Background: an optimization exercise with open tools, aiming at a short achievable clock period and few clock cycles. Do not read the settings as production practice.
In this exercise RTL edits were held to simulation tests only and were not proved equivalent to the original.
Power is estimated from default activity; no workload was simulated.

$ cat config.mk
export PLATFORM = sky130hd
export DESIGN_NAME = mipsCore
export DESIGN_NICKNAME = mipsCore
export VERILOG_FILES = /design/flow/design.v
export SDC_FILE = /design/flow/constraint.sdc
export NUM_CORES = 4
export LEC_CHECK = 0
export CAP_MARGIN = 20
export CORE_MARGIN = 2
export CORE_UTILIZATION = 40
export SETUP_SLACK_MARGIN = 3.5
export SLEW_MARGIN = 20
$ cat constraint.sdc
create_clock -name core_clock -period 7.0 [get_ports {clock}]
set_input_delay 1.4000 -clock core_clock [delete_from_list [all_inputs] [get_ports {clock}]]
set_output_delay 1.4000 -clock core_clock [all_outputs]
set_load 0.01 [all_outputs]
$ cat design.v
`timescale 1ns/1ps
package isaPkg;
	typedef enum logic [5:0] {
		opSpecial = 6'b000000,
		opJ = 6'b000010,
		opBeq = 6'b000100,
		opBne = 6'b000101,
		opLui = 6'b001111,
		opLw = 6'b100011,
		opLbu = 6'b100100,
		opSb = 6'b101000,
		opSw = 6'b101011
	} opcodeT;
	typedef enum logic [5:0] {
		fnBreak = 6'b001101,
		fnAdd = 6'b100000,
		fnSub = 6'b100010,
		fnAnd = 6'b100100,
		fnXor = 6'b100110
	} functT;
	typedef struct packed {
		opcodeT opcode;
		logic [5-1:0] rs;
		logic [5-1:0] rt;
		logic [5-1:0] rd;
		logic [4:0] shamt;
		functT funct;
	} rFormatT;
	typedef struct packed {
		opcodeT opcode;
		logic [5-1:0] rs;
		logic [5-1:0] rt;
		logic [15:0] imm;
	} iFormatT;
	typedef union packed {
		rFormatT r;
		iFormatT i;
	} instrWord;
endpackage
`timescale 1ns/1ps
package ctrlPkg;
	typedef enum logic [3:0] {
		stReset,
		stFetch,
		stDecode,
		stMemAddr,
		stMemRead,
		stLoadWriteBack,
		stMemWrite,
		stRExec,
		stRWriteBack,
		stOverflow,
		stBranch,
		stJump,
		stLui,
		stHalt
	} ctrlStateT;
	typedef enum logic [2:0] {
		aluAdd = 3'b001,
		aluSub = 3'b010,
		aluAnd = 3'b011,
		aluXor = 3'b110,
		aluLui = 3'b111
	} aluOpT;
	typedef enum logic {srcAPc, srcARegA} srcASelT;
	typedef enum logic [1:0] {srcBRegB, srcBStep, srcBImm, srcBBranch} srcBSelT;
	typedef enum logic [1:0] {pcAluResult, pcAluOut, pcJumpTarget, pcExcVector} pcSrcT;
	typedef enum logic {wbAluOut, wbLoadData} wbSrcT;
	typedef enum logic {accWord, accByte} accessSizeT;
endpackage
`timescale 1ns/1ps
module aluUnit (
	input logic [31:0] a,
	input logic [31:0] b,
	input logic cin,
	output logic [31:0] s
);
	logic [31:0] g [6];
	logic [31:0] p [6];
	assign g[0] = (a & b) | {31'd0, (a[0] ^ b[0]) & cin};
	assign p[0] = a ^ b;
	genvar k;
	genvar i;
	generate
		for (k = 0; k < 5; k++) begin : g_level
			for (i = 0; i < 32; i++) begin : g_bit
				if (i >= (1 << k)) begin : g_merge
					assign g[k + 1][i] = g[k][i] | (p[k][i] & g[k][i - (1 << k)]);
					assign p[k + 1][i] = p[k][i] & p[k][i - (1 << k)];
				end else begin : g_pass
					assign g[k + 1][i] = g[k][i];
					assign p[k + 1][i] = p[k][i];
				end
			end
		end
	endgenerate
	assign s = p[0] ^ {g[5][30:0], cin};
endmodule
`timescale 1ns/1ps
module mipsCore (
	input logic clock,
	input logic reset,
	input logic [32-1:0] wbDatR,
	input logic wbAck,
	output logic [32-1:0] wbAdr,
	output logic [32-1:0] wbDatW,
	output logic [3:0] wbSel,
	output logic wbWe,
	output logic wbCyc,
	output logic wbStb,
	output logic halted
);
	localparam int IW = 5;             
	localparam int NL = 1 << IW;
	localparam int TW = 10 - IW;       
	localparam int DW = 5;             
	localparam int DN = 1 << DW;
	localparam int DT = 10 - DW;
	localparam int WIN = 15;           
	localparam int FQ = 32;            
	localparam int FQW = 5;
	localparam int KEEP = 80;          
	logic busStb;
	logic busWe;
	logic busFetch;
	logic busLoad;
	logic [31:0] busAdr;
	logic [10:0] busA1;                
	logic [31:0] busDat;
	logic [3:0] busSel;
	logic busFree;
	assign busFree = !busStb || wbAck;
	assign wbCyc = busStb;
	assign wbStb = busStb;
	assign wbAdr = busAdr;
	assign wbDatW = busDat;
	assign wbSel = busSel;
	assign wbWe = busWe;
	logic [31:0] regs [32];
	logic [31:0] icData [NL];
	logic [9:0] icTgt [NL];
	logic [TW-1:0] icTag [NL];
	logic [NL-1:0] icPT;
	logic [NL-1:0] icValid;
	logic fbValid;
	logic fbPT;
	logic [31:0] fbAdr;
	logic [31:0] fbData;
	logic [9:0] fbTgt;
	logic [31:0] dcData [DN];
	logic [DT-1:0] dcTag [DN];
	logic [DN-1:0] dcValid;
	logic [31:0] fpc;
	logic [31:0] ppc;
	logic brkStop;
	logic dValid;
	logic dPT;
	logic [31:0] dIR;
	logic [31:0] dPc4;
	logic xValid;
	logic [31:0] xOpA;
	logic [31:0] xOpB;
	logic [31:0] xRt;
	logic [31:0] xAlt;
	logic xCin, xAdd, xSub, xAnd, xXor, xWr, xLoad, xStore, xByte, xBr, xBne, xJ, xPT, xBrk;
	logic [4:0] xDest;
	logic wWe;
	logic wTrap;
	logic [4:0] wRd;
	logic [31:0] wRes;
	logic lValid;
	logic [4:0] lRd;
	logic [31:0] lData;
	logic mValid;
	logic mByte;
	logic [31:0] mAdr;
	logic [4:0] mRd;
	logic lmValid;
	logic lmOnBus;
	logic lmByte;
	logic [31:0] lmAdr;
	logic [4:0] lmRd;
	logic sbValid;
	logic sbNew;
	logic [31:0] sbAdr;
	logic [31:0] sbDat;
	logic [3:0] sbSel;
	logic sb1Valid;
	logic [31:0] sb1Adr;
	logic [31:0] sb1Dat;
	logic [3:0] sb1Sel;
	logic [31:0] uAdr;
	logic [31:0] uDat;
	logic [3:0] uSel;
	logic [31:0] nDat;
	logic [3:0] nSel;
	logic haltReg;
	logic sbIssue;
	logic lmIssue;
	logic pfIssue;
	logic [5:0] pdOp;
	logic pdJ;
	logic pdBr;
	logic [16:0] pdBrT;
	logic pdPT;
	logic [9:0] pdTgt;
	assign pdOp = wbDatR[31:26];
	assign pdJ = pdOp == 6'h02;
	assign pdBr = pdOp == 6'h04 || pdOp == 6'h05;
	assign pdBrT = {6'd0, busA1} + {wbDatR[15], wbDatR[15:0]};
	logic pdNear;
	assign pdNear = (wbDatR[15:7] == 9'h000 || wbDatR[15:7] == 9'h1FF) &&
		busA1[10] == 1'b0 && busA1[9:7] != 3'd0 && busA1[9:7] != 3'd7;
	assign pdPT = busAdr[31:12] == 20'd0 &&
		((pdJ && wbDatR[25:10] == 16'd0) ||
		(pdBr && pdNear &&
		(wbDatR[15] || ((wbDatR[25:21] == wbDatR[20:16]) != wbDatR[26]))));
	assign pdTgt = pdJ ? wbDatR[9:0] : pdBrT[9:0];
	logic [IW-1:0] fIdx;
	logic fHitC;
	logic fHitR;
	logic fHit;
	logic [31:0] fWord;
	logic fPT;
	logic [9:0] fTgt;
	logic [31:0] fpc4;
	logic [31:0] fNext;
	logic missQ;                       
	logic [31:0] fpcM;                 
	logic [31:0] fpcP;                 
	assign fpcP = missQ ? fpcM : fpc;
	assign fIdx = fpc[IW+1:2];
	assign fHitC = fpc[31:12] == 20'd0 && icValid[fIdx] && icTag[fIdx] == fpc[11:IW+2];
	assign fHitR = fbValid && fbAdr[31:2] == fpc[31:2];
	assign fHit = fHitC || fHitR;
	assign fWord = fHitR ? fbData : icData[fIdx];
	assign fPT = fHitR ? fbPT : icPT[fIdx];
	assign fTgt = fHitR ? fbTgt : icTgt[fIdx];
	assign fpc4 = fpc + 32'd4;
	assign fNext = fPT ? {20'd0, fTgt, 2'b00} : fpc4;
	logic [5:0] dOp;
	logic [5:0] dFn;
	logic [4:0] dRs;
	logic [4:0] dRtF;
	logic [4:0] dRdF;
	assign dOp = dIR[31:26];
	assign dFn = dIR[5:0];
	assign dRs = dIR[25:21];
	assign dRtF = dIR[20:16];
	assign dRdF = dIR[15:11];
	logic dAdd, dSub, dAnd, dXor, dBrk, dLui, dLoad, dStore, dByte, dBr, dBne, dJ, dWr;
	logic [4:0] dDest;
	assign dAdd = dOp == 6'h00 && dFn == 6'h20;
	assign dSub = dOp == 6'h00 && dFn == 6'h22;
	assign dAnd = dOp == 6'h00 && dFn == 6'h24;
	assign dXor = dOp == 6'h00 && dFn == 6'h26;
	assign dBrk = dOp == 6'h00 && dFn == 6'h0D;
	assign dLui = dOp == 6'h0F;
	assign dLoad = dOp == 6'h23 || dOp == 6'h24;
	assign dStore = dOp == 6'h2B || dOp == 6'h28;
	assign dByte = dOp == 6'h24 || dOp == 6'h28;
	assign dBr = (dOp == 6'h04 || dOp == 6'h05) && dIR[15:0] != 16'd0;   
	assign dBne = dOp == 6'h05;
	assign dJ = dOp == 6'h02;
	assign dDest = dLui ? dRtF : dRdF;
	assign dWr = (dAdd || dSub || dAnd || dXor || dLui) && dDest != 5'd0;
	logic [4:0] xLdRd;
	logic hXr;
	logic hX;
	logic hM;
	logic hL;
	logic dHaz;
	assign xLdRd = (xValid && xLoad) ? xDest : 5'd0;
	assign hXr = xValid && xWr && (dRs == xDest || dRtF == xDest);
	assign hX = xLdRd != 5'd0 && (dRs == xLdRd || dRtF == xLdRd || dRdF == xLdRd);
	assign hM = mValid && mRd != 5'd0 && (dRs == mRd || dRtF == mRd || dRdF == mRd);
	assign hL = lmValid && lmRd != 5'd0 && (dRs == lmRd || dRtF == lmRd || dRdF == lmRd);
	assign dHaz = hXr || hX || hM || hL;
	logic [31:0] ra;
	logic [31:0] rb;
	logic [31:0] dImm;
	always_comb begin
		if (wWe && wRd == dRs)
			ra = wRes;
		else if (lValid && lRd == dRs)
			ra = lData;
		else
			ra = regs[dRs];
		if (wWe && wRd == dRtF)
			rb = wRes;
		else if (lValid && lRd == dRtF)
			rb = lData;
		else
			rb = regs[dRtF];
	end
	assign dImm = {{16{dIR[15]}}, dIR[15:0]};
	logic [31:0] sum;
	logic [31:0] xRes;
	logic ovf;
	logic taken;
	logic xHold;
	logic xGo;
	logic xAdv;
	logic dGo;
	logic dEn;
	logic redirect;
	logic [31:0] redirectPc;
	aluUnit adder (
		.a(xOpA),
		.b(xOpB),
		.cin(xCin),
		.s(sum)
	);
	assign ovf = (xAdd || xSub) && xOpA[31] == xOpB[31] && sum[31] != xOpA[31];
	always_comb begin
		if (xAnd)
			xRes = xOpA & xRt;
		else if (xXor)
			xRes = xOpA ^ xRt;
		else
			xRes = sum;
	end
	assign taken = (xOpA == xRt) != xBne;
	logic idle;
	assign idle = !sbValid && !sb1Valid && !busStb && !mValid && !lmValid;
	assign xHold = (xStore && (sb1Valid || mValid || lmValid)) || (xLoad && mValid && lmValid) || xBrk;
	assign xGo = xValid && !xHold && !wTrap;
	assign redirect = wTrap || (xValid && ((xBr && taken != xPT) || (xJ && !xPT)));
	assign redirectPc = wTrap ? 32'h80 : xAlt;
	assign xAdv = !xValid || !xHold || wTrap;
	assign dEn = !dValid || (!dHaz && xAdv);
	assign dGo = dValid && !dHaz && xAdv && !redirect;
	always_ff @(posedge clock) begin
		if (reset) begin
			for (int i = 0; i < 32; i++)
				regs[i] <= '0;
		end else begin
			if (lValid)
				regs[lRd] <= lData;
			if (wWe)
				regs[wRd] <= wRes;
		end
	end
	always_ff @(posedge clock) begin
		if (reset) begin
			wWe <= 1'b0;
			wTrap <= 1'b0;
		end else begin
			wWe <= xGo && xWr && !ovf;
			wTrap <= xGo && ovf;
		end
	end
	always_ff @(posedge clock) begin
		wRd <= xDest;
		wRes <= xRes;
	end
	always_ff @(posedge clock) begin
		if (reset) begin
			fpc <= 32'h0;
			dValid <= 1'b0;
			missQ <= 1'b0;
		end else if (redirect) begin
			fpc <= redirectPc;
			dValid <= 1'b0;
			missQ <= 1'b0;
		end else if (missQ) begin
			fpc <= fpcM;
			missQ <= 1'b0;
			if (dEn)
				dValid <= 1'b0;
		end else if (dEn && !haltReg) begin
			dValid <= fHit;
			missQ <= !fHit;
			fpc <= fNext;
		end else if (dEn) begin
			dValid <= 1'b0;
		end
	end
	always_ff @(posedge clock) begin
		if (!missQ)
			fpcM <= fpc;
	end
	always_ff @(posedge clock) begin
		if (dEn) begin
			dIR <= fWord;
			dPc4 <= fpc4;
			dPT <= fPT;
		end
	end
	always_ff @(posedge clock) begin
		if (reset)
			xValid <= 1'b0;
		else if (xAdv)
			xValid <= dGo;
	end
	always_ff @(posedge clock) begin
		if (xAdv) begin
			xOpA <= dLui ? {dIR[15:0], 16'h0000} : ra;
			xOpB <= dSub ? ~rb : ((dLoad || dStore) ? dImm : (dLui ? 32'd0 : rb));
			xCin <= dSub;
			xRt <= rb;
			xAdd <= dAdd;
			xSub <= dSub;
			xAnd <= dAnd;
			xXor <= dXor;
			xWr <= dWr;
			xDest <= dLoad ? dRtF : dDest;
			xLoad <= dLoad;
			xStore <= dStore;
			xByte <= dByte;
			xBr <= dBr;
			xBne <= dBne;
			xJ <= dJ;
			xPT <= dPT;
			xBrk <= dBrk;
			xAlt <= dPT ? dPc4 : (dJ ? {dPc4[31:28], dIR[25:0], 2'b00} : dPc4 + {dImm[29:0], 2'b00});
		end
	end
	logic [DW-1:0] mIdx;
	logic mHit;
	logic mDrain;
	assign mIdx = mAdr[DW+1:2];
	assign mHit = mAdr[31:12] == 20'd0 && dcValid[mIdx] && dcTag[mIdx] == mAdr[11:DW+2];
	assign mDrain = mValid && !lmValid;
	logic [31:0] lWord;
	logic [1:0] lLane;
	logic lByte;
	assign lWord = mDrain ? dcData[mIdx] : wbDatR;
	assign lLane = mDrain ? mAdr[1:0] : busAdr[1:0];
	assign lByte = mDrain ? mByte : lmByte;
	always_ff @(posedge clock) begin
		if (reset) begin
			mValid <= 1'b0;
			lmValid <= 1'b0;
			lmOnBus <= 1'b0;
			sbValid <= 1'b0;
			sb1Valid <= 1'b0;
			sbNew <= 1'b0;
			lValid <= 1'b0;
		end else begin
			if (xGo && xLoad)
				mValid <= 1'b1;
			else if (mDrain)
				mValid <= 1'b0;
			if (mDrain && !mHit) begin
				lmValid <= 1'b1;
				lmOnBus <= 1'b0;
			end else if (busLoad && wbAck) begin
				lmValid <= 1'b0;
				lmOnBus <= 1'b0;
			end else if (lmIssue) begin
				lmOnBus <= 1'b1;
			end
			lValid <= ((mDrain && mHit) || (busLoad && wbAck)) && (mDrain ? mRd : lmRd) != 5'd0;
			sbNew <= xGo && xStore;
			if (sbIssue) begin
				sbValid <= sb1Valid || (xGo && xStore);
				sb1Valid <= sb1Valid && xGo && xStore;
			end else if (xGo && xStore) begin
				sbValid <= 1'b1;
				sb1Valid <= sbValid;
			end
		end
	end
	always_ff @(posedge clock) begin
		lRd <= mDrain ? mRd : lmRd;
		lData <= lByte ? {24'h0, lWord[{lLane, 3'b000} +: 8]} : lWord;
		if (xGo && xLoad) begin
			mAdr <= sum;
			mRd <= xDest;
			mByte <= xByte;
		end
		if (mDrain) begin
			lmAdr <= mAdr;
			lmRd <= mRd;
			lmByte <= mByte;
		end
		if (sbIssue && sb1Valid) begin
			sbAdr <= sb1Adr;
			sbSel <= sb1Sel;
			sbDat <= sb1Dat;
		end else if (sbIssue || !sbValid) begin
			sbAdr <= sum;
			sbSel <= nSel;
			sbDat <= nDat;
		end
		if (xGo && xStore) begin
			sb1Adr <= sum;
			sb1Sel <= nSel;
			sb1Dat <= nDat;
			uAdr <= sum;
			uSel <= nSel;
			uDat <= nDat;
		end
	end
	assign nSel = xByte ? (4'b0001 << sum[1:0]) : 4'b1111;
	assign nDat = xByte ? {4{xRt[7:0]}} : xRt;
	logic [DW-1:0] lIdx;
	logic [DW-1:0] sIdx;
	assign lIdx = busAdr[DW+1:2];
	assign sIdx = uAdr[DW+1:2];
	always_ff @(posedge clock) begin
		if (reset) begin
			dcValid <= '0;
		end else if (busLoad && wbAck) begin
			if (busAdr[31:12] == 20'd0)
				dcValid[lIdx] <= 1'b1;
		end else if (sbNew) begin
			dcValid[sIdx] <= uSel == 4'b1111 && uAdr[31:12] == 20'd0;
		end
	end
	always_ff @(posedge clock) begin
		if (busLoad && wbAck) begin
			dcData[lIdx] <= wbDatR;
			dcTag[lIdx] <= busAdr[11:DW+2];
		end else if (sbNew) begin
			dcData[sIdx] <= uDat;
			dcTag[sIdx] <= uAdr[11:DW+2];
		end
	end
	logic [31:0] fqData [FQ];
	logic [9:0] fqTgt [FQ];
	logic [FQ-1:0] fqPT;
	logic [FQW-1:0] fqHead;
	logic [FQW:0] fqCount;
	logic [31:0] fqHAdr;
	logic fqEmpty;
	logic [9:0] hDist;
	logic [9:0] bDist;
	logic [10:0] fqNext;               
	logic fillAck;
	logic bAhead;
	logic fillToFq;
	logic fillToC;
	logic fqDrain;
	logic fqDrop;
	logic fqPop;
	logic fpcInFq;
	assign fqEmpty = fqCount == '0;
	assign hDist = fqHAdr[11:2] - fpcP[11:2];
	assign bDist = busAdr[11:2] - fpcP[11:2];
	assign fillAck = busFetch && wbAck;
	assign bAhead = bDist >= WIN && bDist < 10'd512;
	logic toFqQ;
	logic toCQ;
	logic drainQ;
	logic dropQ;
	assign fillToFq = fillAck && !rsQ && toFqQ;
	assign fillToC = fillAck && toCQ && !fillToFq;
	assign fqDrain = !fqEmpty && drainQ && !fillToC;
	assign fqDrop = !fqEmpty && dropQ;
	assign fqPop = fqDrain || fqDrop;
	assign fpcInFq = !fqEmpty && {1'b0, fpcP[11:2] - fqHAdr[11:2]} < {5'd0, fqCount};
	logic pCacheable;
	logic [9:0] pDist;
	logic pStream;
	logic fInFlight;
	logic pResync;
	logic rsQ;
	logic pRoom;
	logic pcValid;                     
	logic [31:0] pcAdr;
	logic [10:0] pcA1;
	logic pcTake;
	logic stopAll;
	logic pfWant;
	assign pCacheable = ppc[31:12] == 20'd0;
	assign pDist = missQ ? ppc[11:2] - fpcM[11:2] : ppc[11:2] - fpc[11:2];
	logic pStreamQ;
	logic pRoomQ;
	assign pStream = ppc[31:12] == fpcP[31:12] && pDist < KEEP;
	assign fInFlight = (busStb && busFetch && busAdr[31:2] == fpcP[31:2]) || (pcValid && pcAdr[31:2] == fpcP[31:2]);
	assign pResync = !pStream || (!missQ && !fHit && !fInFlight && !fpcInFq && ppc != fpcP);   
	assign pRoom = pDist < WIN + FQ - 3 && fqCount < FQ - 2;
	assign stopAll = haltReg || (xValid && xBrk) || (dValid && dBrk);
	logic ppcAtF;
	assign ppcAtF = missQ ? ppc[31:2] == fpcM[31:2] : ppc[31:2] == fpc[31:2];
	assign pfWant = !rsQ && pStreamQ && pRoomQ && !stopAll &&
		((pCacheable && !brkStop) || ppcAtF);
	assign sbIssue = busFree && sbValid;
	assign lmIssue = busFree && !sbValid && lmValid && !lmOnBus;
	assign pfIssue = busFree && !sbValid && !(lmValid && !lmOnBus) && pcValid && !rsQ && !stopAll;
	assign pcTake = pfWant && (!pcValid || pfIssue);
	always_ff @(posedge clock) begin
		if (reset) begin
			ppc <= 32'h0 + 32'd4;
			brkStop <= 1'b0;
			rsQ <= 1'b0;
			pcValid <= 1'b0;
			pStreamQ <= 1'b1;
			pRoomQ <= 1'b1;
		end else begin
			rsQ <= pResync && !rsQ;
			pStreamQ <= pStream && pDist < KEEP - 1 && !rsQ;
			pRoomQ <= pDist < WIN + FQ - 4 && fqCount < FQ - 3 && !rsQ;
			if (rsQ)
				pcValid <= 1'b0;
			else if (pcTake)
				pcValid <= 1'b1;
			else if (pfIssue)
				pcValid <= 1'b0;
			if (rsQ)
				ppc <= fpcP;
			else if (pcTake)
				ppc <= ppc + 32'd4;
			if (rsQ)
				brkStop <= 1'b0;
			else if (fillAck && wbDatR[31:26] == 6'h00 && wbDatR[5:0] == 6'h0D)
				brkStop <= 1'b1;
		end
	end
	always_ff @(posedge clock) begin
		toFqQ <= busAdr[31:12] == 20'd0 && (fqEmpty ? bAhead : {1'b0, busAdr[11:2]} == fqNext);
		if (fillToFq)
			fqNext <= busA1;
		toCQ <= busAdr[31:12] == 20'd0 && !bAhead;
		if (fqPop) begin
			drainQ <= hDist < WIN - 2;
			dropQ <= hDist >= 10'd511;
		end else begin
			drainQ <= hDist < WIN - 1;
			dropQ <= hDist >= 10'd512;
		end
	end
	always_ff @(posedge clock) begin
		if (pcTake) begin
			pcAdr <= ppc;
			pcA1 <= {1'b0, ppc[11:2]} + 11'd1;
		end
	end
	always_ff @(posedge clock) begin
		if (reset || rsQ) begin
			fqCount <= '0;
		end else begin
			if (fillToFq && !fqPop)
				fqCount <= fqCount + 1'b1;
			else if (fqPop && !fillToFq)
				fqCount <= fqCount - 1'b1;
		end
	end
	always_ff @(posedge clock) begin
		if (fqPop) begin
			fqHAdr <= fqHAdr + 32'd4;
			fqHead <= fqHead + 1'b1;
		end else if (fqEmpty) begin
			fqHAdr <= busAdr;
		end
		if (fillToFq) begin
			fqData[fqHead + fqCount[FQW-1:0]] <= wbDatR;
			fqPT[fqHead + fqCount[FQW-1:0]] <= pdPT;
			fqTgt[fqHead + fqCount[FQW-1:0]] <= pdTgt;
		end
	end
	logic [IW-1:0] cIdx;
	assign cIdx = fillToC ? busAdr[IW+1:2] : fqHAdr[IW+1:2];
	always_ff @(posedge clock) begin
		if (reset) begin
			icValid <= '0;
			fbValid <= 1'b0;
		end else begin
			if (fillAck)
				fbValid <= 1'b1;
			if (fillToC || fqDrain)
				icValid[cIdx] <= 1'b1;
		end
	end
	always_ff @(posedge clock) begin
		if (fillToC || fqDrain) begin
			icData[cIdx] <= fillToC ? wbDatR : fqData[fqHead];
			icTag[cIdx] <= fillToC ? busAdr[11:IW+2] : fqHAdr[11:IW+2];
			icPT[cIdx] <= fillToC ? pdPT : fqPT[fqHead];
			icTgt[cIdx] <= fillToC ? pdTgt : fqTgt[fqHead];
		end
		if (fillAck) begin
			fbAdr <= busAdr;
			fbData <= wbDatR;
			fbPT <= pdPT;
			fbTgt <= pdTgt;
		end
	end
	always_ff @(posedge clock) begin
		if (reset) begin
			busStb <= 1'b1;
			busWe <= 1'b0;
			busFetch <= 1'b1;
			busLoad <= 1'b0;
		end else if (sbIssue) begin
			busStb <= 1'b1;
			busWe <= 1'b1;
			busFetch <= 1'b0;
			busLoad <= 1'b0;
		end else if (lmIssue) begin
			busStb <= 1'b1;
			busWe <= 1'b0;
			busFetch <= 1'b0;
			busLoad <= 1'b1;
		end else if (pfIssue) begin
			busStb <= 1'b1;
			busWe <= 1'b0;
			busFetch <= 1'b1;
			busLoad <= 1'b0;
		end else if (wbAck) begin
			busStb <= 1'b0;
			busWe <= 1'b0;
			busFetch <= 1'b0;
			busLoad <= 1'b0;
		end
	end
	always_ff @(posedge clock) begin
		if (reset) begin
			busAdr <= 32'h0;
			busSel <= 4'b1111;
			busA1 <= 11'd1;   
		end else if (sbIssue) begin
			busAdr <= sbAdr;
			busSel <= sbSel;
			busDat <= sbDat;
		end else if (lmIssue) begin
			busAdr <= lmAdr;
			busSel <= lmByte ? (4'b0001 << lmAdr[1:0]) : 4'b1111;
		end else if (pfIssue) begin
			busAdr <= pcAdr;
			busSel <= 4'b1111;
			busA1 <= pcA1;
		end
	end
	logic haltNow;
	assign haltNow = xValid && xBrk && idle && !wTrap;
	always_ff @(posedge clock) begin
		if (reset)
			haltReg <= 1'b0;
		else if (haltNow)
			haltReg <= 1'b1;
	end
	assign halted = haltReg;
endmodule
$ cat run.sh
#!/bin/bash
# synth_recipe.tcl (not shown) runs the flow's synth.tcl, then flattens the netlist and writes it again
# the make line also repeats each setting of config.mk as NAME=value (left out here)
make -C /OpenROAD-flow-scripts/flow DESIGN_CONFIG=/design/flow/config.mk WORK_HOME=/design/flow/orfs CLKGATE_MAP_FILE= SYNTH_SCRIPT=/design/flow/synth_recipe.tcl finish
==> results.txt <==
sequential cells by signal (all words and copies together), names as in the netlist, 160 cells and up, named ones only:
signal and flops:
dcData 1024, fqData 1024, icData 1024, regs 1024, fqTgt 320, icTgt 320
dcTag 160, icTag 160
routing by layer:
metal	GRT usage (%)	up-vias	routed length, µm
li1	-	61000	-
met1	35.0	81200	339000
met2	39.3	8342	399000
met3	4.82	1531	84100
met4	9.13	10	36900
met5	0	-	79
per-stage QoR:
stage,cell area (µm²),hold WS [ns]
floorplan,265000,0.363
global placement,278000,0.407
detailed placement,278000,0.406
CTS,303000,0.416
global route,306000,0.426
finish,306000,0.410
cells by family (layout without fill, tap and decap cells):
| family | count (synthesis) | count (layout) | share of synthesized area [%] |
|---|---|---|---|
| adders and majority gates | 179 | 179 | 0.881 |
| buffers and inverters | 1402 | 2414 | 2.09 |
| other | 0 | 29 | 0 |
| muxes | 2397 | 2398 | 18.3 |
| AOI/OAI and AO/OA | 2290 | 2294 | 6.40 |
| xor gates and xnor gates | 356 | 357 | 1.19 |
| DFF | 6051 | 6051 | 67.9 |
| and+or+nand+nor | 1864 | 1871 | 3.23 |
synthesized netlist by cell type, drive strengths merged, types with 210 or more instances:
cell	n
a21oi	391
a22o	1054
buf	300
clkbuf	931
dfxtp	340
edfxtp	5711
mux2i	343
mux4	1915
nand2	705
nor2	555
o21ai	359
xnor2	210
power by group through the flow:
stage	Sequential (µW)	Clock, µW	Combinational [µW]
global placement	48600	0	37300
global route	47400	35500	44600
finish	47300	33800	42700
floorplan	46200	0	24400
CTS	47400	34200	40700
detailed placement	48600	0	37800
placed cells by master, fill, tap and decap left out, types with 51 or more instances in the layout:
master / synthesis / final
nor2_1: 552 / 396
xnor2_1: 210 / 193
mux2_2: 139 / 130
buf_6: 6 / 71
nand3_1: 87 / 83
mux2i_2: 6 / 65
a211oi_1: 78 / 71
nor2_4: 0 / 140
clkinv_1: 2 / 139
mux2i_1: 334 / 226
a21oi_1: 391 / 339
clkbuf_1: 931 / 154
o21ai_0: 354 / 263
buf_12: 0 / 129
xor2_1: 146 / 140
buf_4: 17 / 694
edfxtp_1: 5711 / 5711
ha_1: 169 / 138
a22o_1: 1054 / 1054
nand2_1: 704 / 641
nand4_1: 51 / 51
mux4_2: 1910 / 1910
mux2i_4: 3 / 52
clkinv_2: 0 / 89
inv_1: 168 / 151
nor4_1: 81 / 63
dfxtp_1: 340 / 272
clkbuf_16: 0 / 663
nor3_1: 107 / 67
cell type report:
type	count	share of cell area (%)
Inverter	171	0.231
Clock buffer	822	5.59
Timing Repair inverter	3	0.00613
Clock inverter	349	1.14
Multi-Input combinational cell	7099	27.5
Sequential cell	6051	58.3
Antenna cell	29	0.0237
Tap cell	8671	3.55
Timing Repair Buffer	1069	3.65
final timing paths:
check	from	endpoint	slack [ns]	depth (start not counted)
max reg2reg	missQ	toFqQ	3.28	17
min	sbDat[3]	busDat[3]	0.41	0
max	missQ	toFqQ	3.28	17
min reg2reg	sbDat[3]	busDat[3]	0.41	0
what timing repair did:
action                                  4_1_cts  5_1_grt
endpoints found under the setup margin     7258     2173
resized for setup                           639      253
buffers inserted                            217      119
endpoints found under the hold margin         0        0
gates cloned                                 23       15
pin swaps                                    73       67
==> key figures <==
Logic synthesis
  – Synth Cell Area: 263,000 µm²
  – Top cell type by total area after synthesis: edfxtp_1
  – Synthesized flop and latch total: 6,051
  – Most common flop cell mapped by yosys: edfxtp_1
  – Post-synth ARST share: 0%
  – Syn_nets: 14,800
  – Ys Warns: 4
  – Avg Cell Area, Syn: 18.1 µm²
  – Number of flops mapped to enable cells by yosys: 5,711
  – Post-synth top area share: 65.3%
  – Sequential area share after synthesis: 67.9%
  – Leading post-synthesis cells by cell area: edfxtp_1 65%, mux4_2 16%, a22o_1 3.5%
  – Distinct cells, synth: 97
  – Synthesized instance count: 14,500

STA
  – Min Clock Period, post-route: 3.72 ns
  – Period utilisation layout: 53.1%
  – Relative slew slack: 12.9%
  – Setup Total Neg Slack: 0 ns
  – Pins over their slew limit: 0
  – Peak Freq: 269 MHz
  – Final Hold Fails: 0
  – Clock skew: 0.0734 ns
  – Finish-stage setup viols: 0
  – Fin worst setup slack: 3.28 ns
  – RSZ-0062 raised after global routing: yes
  – Slew at the pin closest to its max-slew limit: 1.29 ns

Place
  – Gp weighted congestion: 0.907
  – Pre-CTS setup slack: 1.18 ns
  – Placed cells: 22,700
  – Final HPWL DP: 515,000 µm
  – Number of port buffers: 106

Critical path
  – Worst setup EP type: flop
  – Delay-heaviest family, CP: compound AO/OA/AOI/OAI gates
  – Max FO, Critical Path: 7
  – Crit-path max cell delay: 0.43 ns
  – Worst path bufs/invs: 5
  – Critical path cell sequence: buf_12 > buf_12 > mux2i_4 > clkinvlp_4 > buf_4 > buf_4 > fa_1 > nor2b_2 > o21ai_2 > a21oi_2 > a211oi_2 > xnor2_1 > a2111oi_4 > o31ai_2 > a21oi_2 > o21ai_0 > and2_1
  – Required @ worst endpoint: 7.98 ns
  – Critical path class: flop to flop
  – CP max-delay cell: fa_1
  – Startpoint Class: flop
  – CP arrival: 4.70 ns

Detailed routing
  – DR WL/cell: 35.4 µm
  – First-pass DRT Iterations: 8
  – Initial DRC count: 21,100
  – Via count: 152,000
  – Number of remaining DRC errors: 0
  – Final WL: 859,000 µm
  – Final ANT Viol Nets: 0
  – Via density per instance: 6.27

GRT
  – Initial antenna violation count: 36
  – Global-route wire length before repair: 1,180,000 µm
  – Largest net degree at the start of global routing: 93
  – Vias in the first global route: 147,000
  – Gr usage total: 25.0%
  – Total global routing overflow: 0

Pwr
  – Power share of the sequential group: 38.2%
  – P_leak: 0.0998 µW
  – Clock network power share: 27.3%
  – Worst VDD drop: 0.319 mV
  – Switching Share: 34.7%
  – Total power: 124,000 µW
  – Internal power: 80,800 µW
  – Pwr per Cell Area: 405 nW/µm²
  – Psw: 42,900 µW
  – Comb power frac: 34.5%

Final layout
  – Share of layout cells above drive strength 1: 30.6%
  – Reg area: 178,000 µm²
  – Fill count: 54,300
  – Layout overhead on the synthesized area: 16.4%
  – Final Util: 46.8%
  – Final nets: 15,300
  – Area of the multi-input gates: 84,100 µm²
  – Final std cells w/o fill: 24,300

Floorplanning
  – Die area: 663,000 µm²
  – Chip width: 814 µm
  – Die Y-Extent: 814 µm
  – Starting density of the core: 40.2%
  – IO Pins: 107
  – Rows: 297
  – Core Footprint: 654,000 µm²

Run
  – Max Cap Viol: 0

Clocking
  – Worst-path clk slew: 0.06 ns
  – Root buffer cell: clkbuf_16
  – CTS tree: built
  – Worst skew pair latency: 1.14 ns
  – CTS Buf Count: 648
  – # H-tree levels: 6
  – Clock sinks: 6,051
  – Post-CTS Hold Buffers: 0
  – Clock Path Buffers: 4

Outcome
  – Status: finished clean

Worst hold path
  – Hold WC Path Type: flop to flop
Testbench counts, summed over its fixed seeds: cycles 26,032.

## static timing again, ports no longer ideal
How much do the figures lean on ideal ports? The routed layout below was timed once more, with nothing changed but the port constraints. Step 1 sets driving cells, clkbuf_16 on the clock port and buf_2 on the other inputs (assumed; they add their load-dependent delay and slew). Step 2 moves the port delays by t, midway between the first and last clock arrival at a register: inputs arrive t later, outputs are due t later. That takes back most of the time a late clock gives input paths. a / b / c = no drivers / after step 1 / after step 2; a / b = the first two.
t, ns: 1.241
setup slack, ns: 3.284 / 3.284 / 2.175
latest minus earliest clock arrival (ns): 0.094 / 0.094
worst register clock-pin slew, ns: 0.07 / 0.07
worst slew at a driven data input, ns: 0.26
After both steps setup and hold are still met in this run. For this run, drivers alone change the setup slack by 0.000 ns; drivers and shift together by -1.109 ns.
